This is an optimization exercise on Yosys and OpenROAD, whose aim is small area and a short achievable clock period, not a production implementation. RTL that was checked went through simulation tests only; none was proved equivalent to the original. Power is estimated from default activity; no workload was simulated.

## run A
Design mult_top, start of the top module:
module mult_top (
    input  logic               clk,
    input  logic               reset,
    input  logic               in_valid,
    input  mult_pkg::operand_t a,
    input  mult_pkg::operand_t b,
    output logic               out_valid,
    output mult_pkg::product_u product
);
    logic [15:0] a_r, b_r;
    logic [2:1] v;
    logic [31:0] sum_w;
    logic pp_0_0;
    logic pp_0_1;
    logic pp_0_2;
    logic pp_0_3;
    logic pp_0_4;
    logic pp_0_5;
    logic pp_0_6;
    logic pp_0_7;
    logic pp_0_8;
    logic pp_0_9;
    logic pp_0_10;
    logic pp_0_11;
    logic pp_0_12;
    logic pp_0_13;
    logic pp_0_14;
    logic pp_0_15;
    logic pp_1_0;
    logic pp_1_1;
    logic pp_1_2;
    logic pp_1_3;
    logic pp_1_4;
    logic pp_1_5;
    logic pp_1_6;
    logic pp_1_7;
    logic pp_1_8;
    logic pp_1_9;
    logic pp_1_10;
    logic pp_1_11;
    logic pp_1_12;
    logic pp_1_13;
    logic pp_1_14;
    logic pp_1_15;
    logic pp_2_0;
    logic pp_2_1;
    logic pp_2_2;
    logic pp_2_3;
    logic pp_2_4;
    logic pp_2_5;
    logic pp_2_6;
    logic pp_2_7;
    logic pp_2_8;
    logic pp_2_9;
    logic pp_2_10;
    logic pp_2_11;
    logic pp_2_12;
    logic pp_2_13;
    logic pp_2_14;
    logic pp_2_15;
    logic pp_3_0;
    logic pp_3_1;
    logic pp_3_2;
    logic pp_3_3;
    logic pp_3_4;
    logic pp_3_5;
    logic pp_3_6;
    logic pp_3_7;
    logic pp_3_8;
    logic pp_3_9;
    logic pp_3_10;
    logic pp_3_11;
    logic pp_3_12;
    logic pp_3_13;
    logic pp_3_14;
    logic pp_3_15;
    logic pp_4_0;
    logic pp_4_1;
  ...
For scale: about 960 cells after synthesis, roughly 150 flip-flops, ~68 I/O pins, ~0.010 mm² of cells after synthesis.
Settings: LEC_CHECK=0, CAP_MARGIN=20, CORE_MARGIN=2, CORE_UTILIZATION=40, PLACE_DENSITY=0.6, SETUP_SLACK_MARGIN=5, SLEW_MARGIN=20, SYNTH_HIERARCHICAL=1; clock period 8.0 ns.
standard.sh (not shown) runs the stock make flow with config.mk's settings and CLKGATE_MAP_FILE= SYNTH_SCRIPT=/design/flow/synth_recipe.tcl, a recipe that flattens the netlist after the stock synthesis.
==> flow/flow/run.sh <==
#!/bin/bash
# Own layout flow: the standard layout (standard.sh, with its unchanged
# synthesis) plus a few extra ORFS make settings from flow/extra.txt, one
# VAR=value per line. Each step's full output goes to a log in this folder.
set -euo pipefail
EXTRA=()
while IFS= read -r l; do
  [[ -n "$l" && "$l" != \#* ]] && EXTRA+=("$l")
done < flow/extra.txt
# standard.sh passes its knobs on make's command line; ours go after them
sed 's#"${@:-finish}"#"${EXTRA[@]}" "${@:-finish}"#' standard.sh > own_standard.sh
( set -- synth; source ./own_standard.sh ) > synth.log 2>&1
( set -- finish; source ./own_standard.sh ) > layout.log 2>&1
test -f out/final.def
==> flow/flow/extra.txt <==
# port buffers: a plain buffer instead of the delay buffer buffer_ports picks
BUFFER_PORTS_ARGS=-buffer_cell sky130_fd_sc_hd__buf_2
Run A: full flow OK, the timing, design-rule and antenna checks passed
The inputs of run B differ from those of run A as listed below.
- changing SETUP_SLACK_MARGIN from 5 to 4.85
Findings:
Re final area: run B is 260 µm² down on run A. Run B reports its end point of the critical path as m1_15_2 while run A reports m1_17_2. As far as area after detailed placement is concerned, run A and run B perform about the same. Comparing run A against run B, there is no change at all in area of the die.
The following lists how run C was set up differently from run B:
- swapping 4.85 for 5 in SETUP_SLACK_MARGIN
- putting CTS_BUF_LIST at sky130_fd_sc_hd__clkbuf_4 sky130_fd_sc_hd__clkbuf_8 where nothing was set
Results
Going from run B to run C, global-route total usage across every layer increased by 0.75 points relative to the old numbers, final period utilization now sits lower, hold slack rose by 0.0058 ns, final critical-path required period decreased by 0.076 ns relative to the old numbers, stage delay of the slowest cell on the critical path essentially unchanged.
Run C vs run B — routed length on met3 climbed by a few percent
Any difference in total power between run B and run C is small enough to ignore.
In the flow results for run B and run C, the number of clock buffers in the layout is larger on run C.
In run C, wire length is higher than in run B.
--- input diff run C..run D ---
- clearing CTS_BUF_LIST, which used to be sky130_fd_sc_hd__clkbuf_4 sky130_fd_sc_hd__clkbuf_8
- swapping 0.6 for 0.75 in PLACE_DENSITY
- swapping 40 for 60 in CORE_UTILIZATION
[summary]
- In the metrics for run D and run C, the one carrying the higher finished layout cell area is run D.
- Looking at overall power consumption, run D sits 5.5% above run C.
- Run D vs run C: worst vdd rail ir drop up by more than a quarter
- Run C has a higher highest fanout seen on the critical path than run D.
- Sort run D and run C by global-route wire length before repair, descending, and run C comes first.
- Max sequential share of layout area across run D and run C: run C
- Summary of the comparison: met3 layer usage reported by global route is higher in run D, relative to run C.


Setup of exp/raven:
mult_top, a different RTL version from the one above (not shown whole).
Size: about 970 cells after synthesis, roughly 140 flip-flops, ~68 I/O pins, about 10000 um^2 of cells after synthesis.
// mult_top
module mult_top (
    input  logic               clk,
    input  logic               reset,
    input  logic               in_valid,
    input  mult_pkg::operand_t a,
    input  mult_pkg::operand_t b,
    output logic               out_valid,
    output mult_pkg::product_u product
);
    logic [15:0] a_r, b_r;
    logic [2:1] v;
    logic [31:0] sum_w;
    logic pp_0_0;
    logic pp_0_1;
    logic pp_0_2;
    logic pp_0_3;
    logic pp_0_4;
    logic pp_0_5;
    logic pp_0_6;
    logic pp_0_7;
    logic pp_0_8;
    logic pp_0_9;
    logic pp_0_10;
    logic pp_0_11;
    logic pp_0_12;
    logic pp_0_13;
    logic pp_0_14;
    logic pp_0_15;
    logic pp_1_0;
    logic pp_1_1;
    logic pp_1_2;
    logic pp_1_3;
    logic pp_1_4;
    logic pp_1_5;
    logic pp_1_6;
    logic pp_1_7;
    logic pp_1_8;
    logic pp_1_9;
    logic pp_1_10;
    logic pp_1_11;
    logic pp_1_12;
    logic pp_1_13;
    logic pp_1_14;
    logic pp_1_15;
    logic pp_2_0;
    logic pp_2_1;
    logic pp_2_2;
    logic pp_2_3;
    logic pp_2_4;
    logic pp_2_5;
    logic pp_2_6;
    logic pp_2_7;
    logic pp_2_8;
    logic pp_2_9;
    logic pp_2_10;
    logic pp_2_11;
    logic pp_2_12;
    logic pp_2_13;
    logic pp_2_14;
    logic pp_2_15;
    logic pp_3_0;
    logic pp_3_1;
    logic pp_3_2;
    logic pp_3_3;
    logic pp_3_4;
  ...
Settings: LEC_CHECK=0, CAP_MARGIN=20, CORE_MARGIN=2, CORE_UTILIZATION=40, CTS_BUF_LIST=sky130_fd_sc_hd__clkbuf_4 sky130_fd_sc_hd__clkbuf_8, PLACE_DENSITY=0.7, SETUP_SLACK_MARGIN=5, SLEW_MARGIN=20, SYNTH_HIERARCHICAL=1; clock period 8.0 ns.
Scripts as last shown in full above: flow/flow/run.sh, flow/flow/extra.txt
The inputs of exp/sierra differ from those of exp/raven as listed below.
- setting ABC_AREA to 1 for the first time
- changing PLACE_DENSITY from 0.7 to 0.6
Notes after the runs:
Combinational cell fraction of total power in exp/sierra is 3.1 points higher than in exp/raven. Number of antenna violations at the first check in global routing, exp/raven and exp/sierra, lower one = exp/raven. Relative to exp/raven, the part of the cycle the worst path needs of exp/sierra is lower by 0.39 points. Taking exp/raven as the reference, in exp/sierra final instance area now sits higher; number of different library cells in the post-synthesis netlist now sits lower.
Edits applied to the flow inputs when going from exp/sierra to exp/umber:
- putting TNS_END_PERCENT at 30 where nothing was set
- clearing ABC_AREA, which used to be 1
Results
- Between exp/sierra and exp/umber, register-to-register slack decreased.
- exp/umber against exp/sierra: finished layout cell area shows a reduction of 830 um^2, total power shows a reduction of 440 uW.
diff inputs: exp/umber => exp/harbor
- swapping 5 for 4.9 in SETUP_SLACK_MARGIN
- clearing TNS_END_PERCENT, which used to be 30
## What came out
Per the comparison of exp/harbor with exp/umber, sum of internal, switching and leakage power climbed 0.51%, utilization did not really move.
Of exp/harbor and exp/umber, exp/harbor shows the lower post-CTS repair timing setup buffer count, with exp/umber above it.
Any difference in number of cells in the finished layout apart from fillers between exp/harbor and exp/umber is small enough to ignore.
Fraction of area in multi-input gates in exp/harbor vs exp/umber: down 0.15 points
Compared with exp/umber, exp/harbor improves total length of routed wires.
Cell area delta (exp/umber -> exp/harbor): insignificant
exp/harbor: no failed stages, no open violations at the end


main:
mult_top, a different RTL version from the one above (not shown whole).
For scale: roughly 910 cells after synthesis, about 160 flip-flops, roughly 68 I/O pins, roughly 11,000 µm² of cells after synthesis.
==> flow/design.v (excerpt) <==
module mult_top (
    input  logic               clk,
    input  logic               reset,
    input  logic               in_valid,
    input  mult_pkg::operand_t a,
    input  mult_pkg::operand_t b,
    output logic               out_valid,
    output mult_pkg::product_u product
);
    logic [15:0] a_r, b_r;
    logic [2:1] v;
    logic [2:1] z;
    logic [31:0] sum_w;
    logic pp_0_0;
    logic pp_0_1;
    logic pp_0_2;
    logic pp_0_3;
    logic pp_0_4;
    logic pp_0_5;
    logic pp_0_6;
    logic pp_0_7;
    logic pp_0_8;
    logic pp_0_9;
    logic pp_0_10;
    logic pp_0_11;
    logic pp_0_12;
    logic pp_0_13;
    logic pp_0_14;
    logic pp_0_15;
    logic pp_1_0;
    logic pp_1_1;
    logic pp_1_2;
    logic pp_1_3;
    logic pp_1_4;
    logic pp_1_5;
    logic pp_1_6;
    logic pp_1_7;
    logic pp_1_8;
    logic pp_1_9;
    logic pp_1_10;
    logic pp_1_11;
    logic pp_1_12;
    logic pp_1_13;
    logic pp_1_14;
    logic pp_1_15;
    logic pp_2_0;
    logic pp_2_1;
    logic pp_2_2;
    logic pp_2_3;
    logic pp_2_4;
    logic pp_2_5;
    logic pp_2_6;
    logic pp_2_7;
    logic pp_2_8;
    logic pp_2_9;
    logic pp_2_10;
    logic pp_2_11;
    logic pp_2_12;
    logic pp_2_13;
    logic pp_2_14;
    logic pp_2_15;
    logic pp_3_0;
    logic pp_3_1;
    logic pp_3_2;
    logic pp_3_3;
    logic pp_3_4;
    logic pp_3_5;
    logic pp_3_6;
    logic pp_3_7;
    logic pp_3_8;
    logic pp_3_9;
    logic pp_3_10;
    logic pp_3_11;
    logic pp_3_12;
    logic pp_3_13;
    logic pp_3_14;
    logic pp_3_15;
    logic pp_4_0;
    logic pp_4_1;
    logic pp_4_2;
    logic pp_4_3;
    logic pp_4_4;
    logic pp_4_5;
    logic pp_4_6;
    logic pp_4_7;
    logic pp_4_8;
    logic pp_4_9;
    logic pp_4_10;
    logic pp_4_11;
    logic pp_4_12;
    logic pp_4_13;
    logic pp_4_14;
    logic pp_4_15;
  ...
Settings: LEC_CHECK=0, CAP_MARGIN=20, CORE_MARGIN=2, CORE_UTILIZATION=40, PLACE_DENSITY=0.6, SLEW_MARGIN=20, SYNTH_HIERARCHICAL=1; clock period 8.0 ns.
run.sh (not shown) runs the stock make flow with config.mk's settings and CLKGATE_MAP_FILE= SYNTH_SCRIPT=/design/flow/synth_recipe.tcl, a recipe that flattens the netlist after the stock synthesis.
Stock flow here: none of the scripts above is used.
main reached the final stage; the timing, design-rule and antenna checks on its layout passed.
What the feature branch does differently from main at the input level:
- putting SETUP_SLACK_MARGIN at 5 where nothing was set
Capturing instance or port of the critical path = m1_18_2$_DFF_P_: the feature branch; capturing instance or port of the critical path = m1_17_2$_DFF_P_: main. The hold slack reported for the feature branch is greater than that of main by 0.0050 ns. Cell area after layout grows by a little under 10% when moving from main to the feature branch. Combinational power | the feature branch above main. A beginning of the critical path of a_r[2]$_DFFE_PP_ is what main shows, while b_r[13]$_DFFE_PP_ belongs to the feature branch.
No run of this note included a check of the RTL's function; only the layout flow was run.


mult_top, a different RTL version from the one above (not shown whole).
For scale: roughly 1,000 cells after synthesis, about 150 flip-flops, roughly 68 I/O pins, about 10,000 um^2 of cells after synthesis.
Settings: LEC_CHECK=0, CAP_MARGIN=20, CORE_MARGIN=2, CORE_UTILIZATION=40, PLACE_DENSITY=0.6, SLEW_MARGIN=20, SYNTH_HIERARCHICAL=1; clock period 8.0 ns.
standard.sh (not shown) runs the stock make flow with config.mk's settings and CLKGATE_MAP_FILE= SYNTH_SCRIPT=/design/flow/synth_recipe.tcl, a recipe that flattens the netlist after the stock synthesis.
==> flow/flow/extra.txt <==
# port buffers: a plain buffer instead of the delay buffer buffer_ports picks
BUFFER_PORTS_ARGS=-buffer_cell sky130_fd_sc_hd__buf_2
SETUP_SLACK_MARGIN=5.3
Scripts as last shown in full above: flow/flow/run.sh
Change:
==> flow/flow/extra.txt (replaced) <==
# port buffers: a plain buffer instead of the delay buffer buffer_ports picks
BUFFER_PORTS_ARGS=-buffer_cell sky130_fd_sc_hd__buf_2
--- a/flow/config.mk
+++ b/flow/config.mk
@@ -10,4 +10,5 @@
 export CORE_UTILIZATION = 40
 export PLACE_DENSITY = 0.6
+export SETUP_SLACK_MARGIN = 5
 export SLEW_MARGIN = 20
 export SYNTH_HIERARCHICAL = 1
Hold slack barely changes.
Via count fell by 6.4%.
Core utilization decreases by 4.4 points.
Synthesized cell count stays the same.


Setup of ember:
mult_top, a different RTL version from the one above (not shown whole).
For scale: about 1,300 cells after synthesis, about 11,000 µm² of cells after synthesis.
clock: 8.0 ns
lec_check: 0
abc_area: 1
cap_margin: 20
core_margin: 2
core_utilization: 40
place_density: 0.6
setup_slack_margin: 5
slew_margin: 20
synth_hierarchical: 1
==> flow/flow/extra.txt <==
# port buffers: a plain buffer instead of the delay buffer buffer_ports picks
BUFFER_PORTS_ARGS=-buffer_cell sky130_fd_sc_hd__buf_2
Scripts as last shown in full above: flow/flow/run.sh
ember: PASS, flow complete, no timing, DRC or antenna violations
## Diff of input files: willow against ember
Settings: clearing ABC_AREA, which used to be 1.
==> flow/run.sh (new file) <==
#!/bin/bash
# synth_recipe.tcl (not shown) runs the flow's synth.tcl, then flattens the netlist and writes it again
# the make line also repeats each setting of config.mk as NAME=value (left out here)
make -C /OpenROAD-flow-scripts/flow DESIGN_CONFIG=/design/flow/config.mk WORK_HOME=/design/flow/orfs CLKGATE_MAP_FILE= SYNTH_SCRIPT=/design/flow/synth_recipe.tcl finish
removed: flow/flow/run.sh
removed: flow/flow/extra.txt
removed: flow/standard.sh
Results
Relative to ember, insertion delay of the later-clocked pin in the worst-skew pair has gone down in willow. In willow the global routing met2 resource utilization turned out 2.1 points lower than in ember. willow does better than ember on total power after layout. Between willow and ember, switching share of total power is higher for ember, willow comes in under that. ember → willow: global-route track usage on met3 saw an increase, number of logic inverters in the finished layout saw a decrease, worst hold slack saw a decrease.
### willow -> tundra
==> flow/flow/run.sh (new file) <==
#!/bin/bash
# Own layout flow: the standard layout (standard.sh, with its unchanged
# synthesis) plus a few extra ORFS make settings from flow/extra.txt, one
# VAR=value per line. Each step's full output goes to a log in this folder.
set -euo pipefail
EXTRA=()
while IFS= read -r l; do
  [[ -n "$l" && "$l" != \#* ]] && EXTRA+=("$l")
done < flow/extra.txt
# standard.sh passes its knobs on make's command line; ours go after them
sed 's#"${@:-finish}"#"${EXTRA[@]}" "${@:-finish}"#' standard.sh > own_standard.sh
( set -- synth; source ./own_standard.sh ) > synth.log 2>&1
( set -- finish; source ./own_standard.sh ) > layout.log 2>&1
test -f out/final.def
==> flow/flow/extra.txt (new file) <==
# port buffers: a plain buffer instead of the delay buffer buffer_ports picks
BUFFER_PORTS_ARGS=-buffer_cell sky130_fd_sc_hd__buf_2
==> flow/standard.sh (new file) <==
#!/bin/bash
# synth_recipe.tcl (not shown) runs the flow's synth.tcl, then flattens the netlist and writes it again
# the make line also repeats each setting of config.mk as NAME=value (left out here)
make -C /OpenROAD-flow-scripts/flow DESIGN_CONFIG=/design/flow/config.mk WORK_HOME=/design/flow/orfs CLKGATE_MAP_FILE= SYNTH_SCRIPT=/design/flow/synth_recipe.tcl "${@:-finish}"
removed: flow/run.sh
## What came out
On post-layout instance area: tundra sits below willow. Diff willow -> tundra: post-placement worst setup slack fell 0.015 ns; met2 wirelength from detailed routing rose 350 µm; number of non-clock buffers fell about 5%.
No run of this note included a check of the RTL's function; only the layout flow was run.

==> separate check: timing with driven ports <==
The flow's constraints put no driver on any port. The routed layouts listed below were extracted and timed again, unchanged, in two steps. Step 1: set_driving_cell puts a clkbuf_16 on clk and a buf_2 on each other input, an assumption about the parent block. Step 2 also shifts input and output timing later by t, the mid clock arrival at the registers, as if the neighbouring blocks saw the same clock. Slacks: ideal ports / drivers / drivers and shift; pairs: ideal ports / drivers.
run | shift t [ns] | setup WS [ns] | worst slew at a driven data input, ns
run A | 0.468 | 5.021 / 5.021 / 4.712 | 0.04
run B | 0.476 | 4.945 / 4.945 / 4.691 | 0.04
run C | 0.510 | 5.021 / 5.021 / 4.711 | 0.04
run D | 0.477 | 4.952 / 4.952 / 4.724 | 0.04
exp/raven | 0.506 | 5.023 / 5.023 / 5.023 | 0.04
exp/sierra | 0.495 | 5.054 / 5.054 / 5.054 | 0.03
exp/umber | 0.496 | 5.013 / 5.013 / 5.013 | 0.04
exp/harbor | 0.497 | 4.963 / 4.963 / 4.963 | 0.04
main | 0.469 | 4.560 / 4.560 / 4.560 | 0.03
the feature branch | 0.473 | 4.872 / 4.872 / 4.815 | 0.03
the first run of note 4 | 0.485 | 5.028 / 5.028 / 4.778 | 0.04
the second run of note 4 | 0.468 | 5.032 / 5.032 / 4.809 | 0.04
ember | 0.494 | 4.937 / 4.937 / 4.937 | 0.03
willow | 0.472 | 4.903 / 4.903 / 4.803 | 0.03
tundra | 0.465 | 4.944 / 4.944 / 4.944 | 0.04
After both steps every run listed still meets setup and hold. For run C, which loses most, drivers alone change the setup slack by 0.000 ns; drivers and shift together by -0.310 ns.
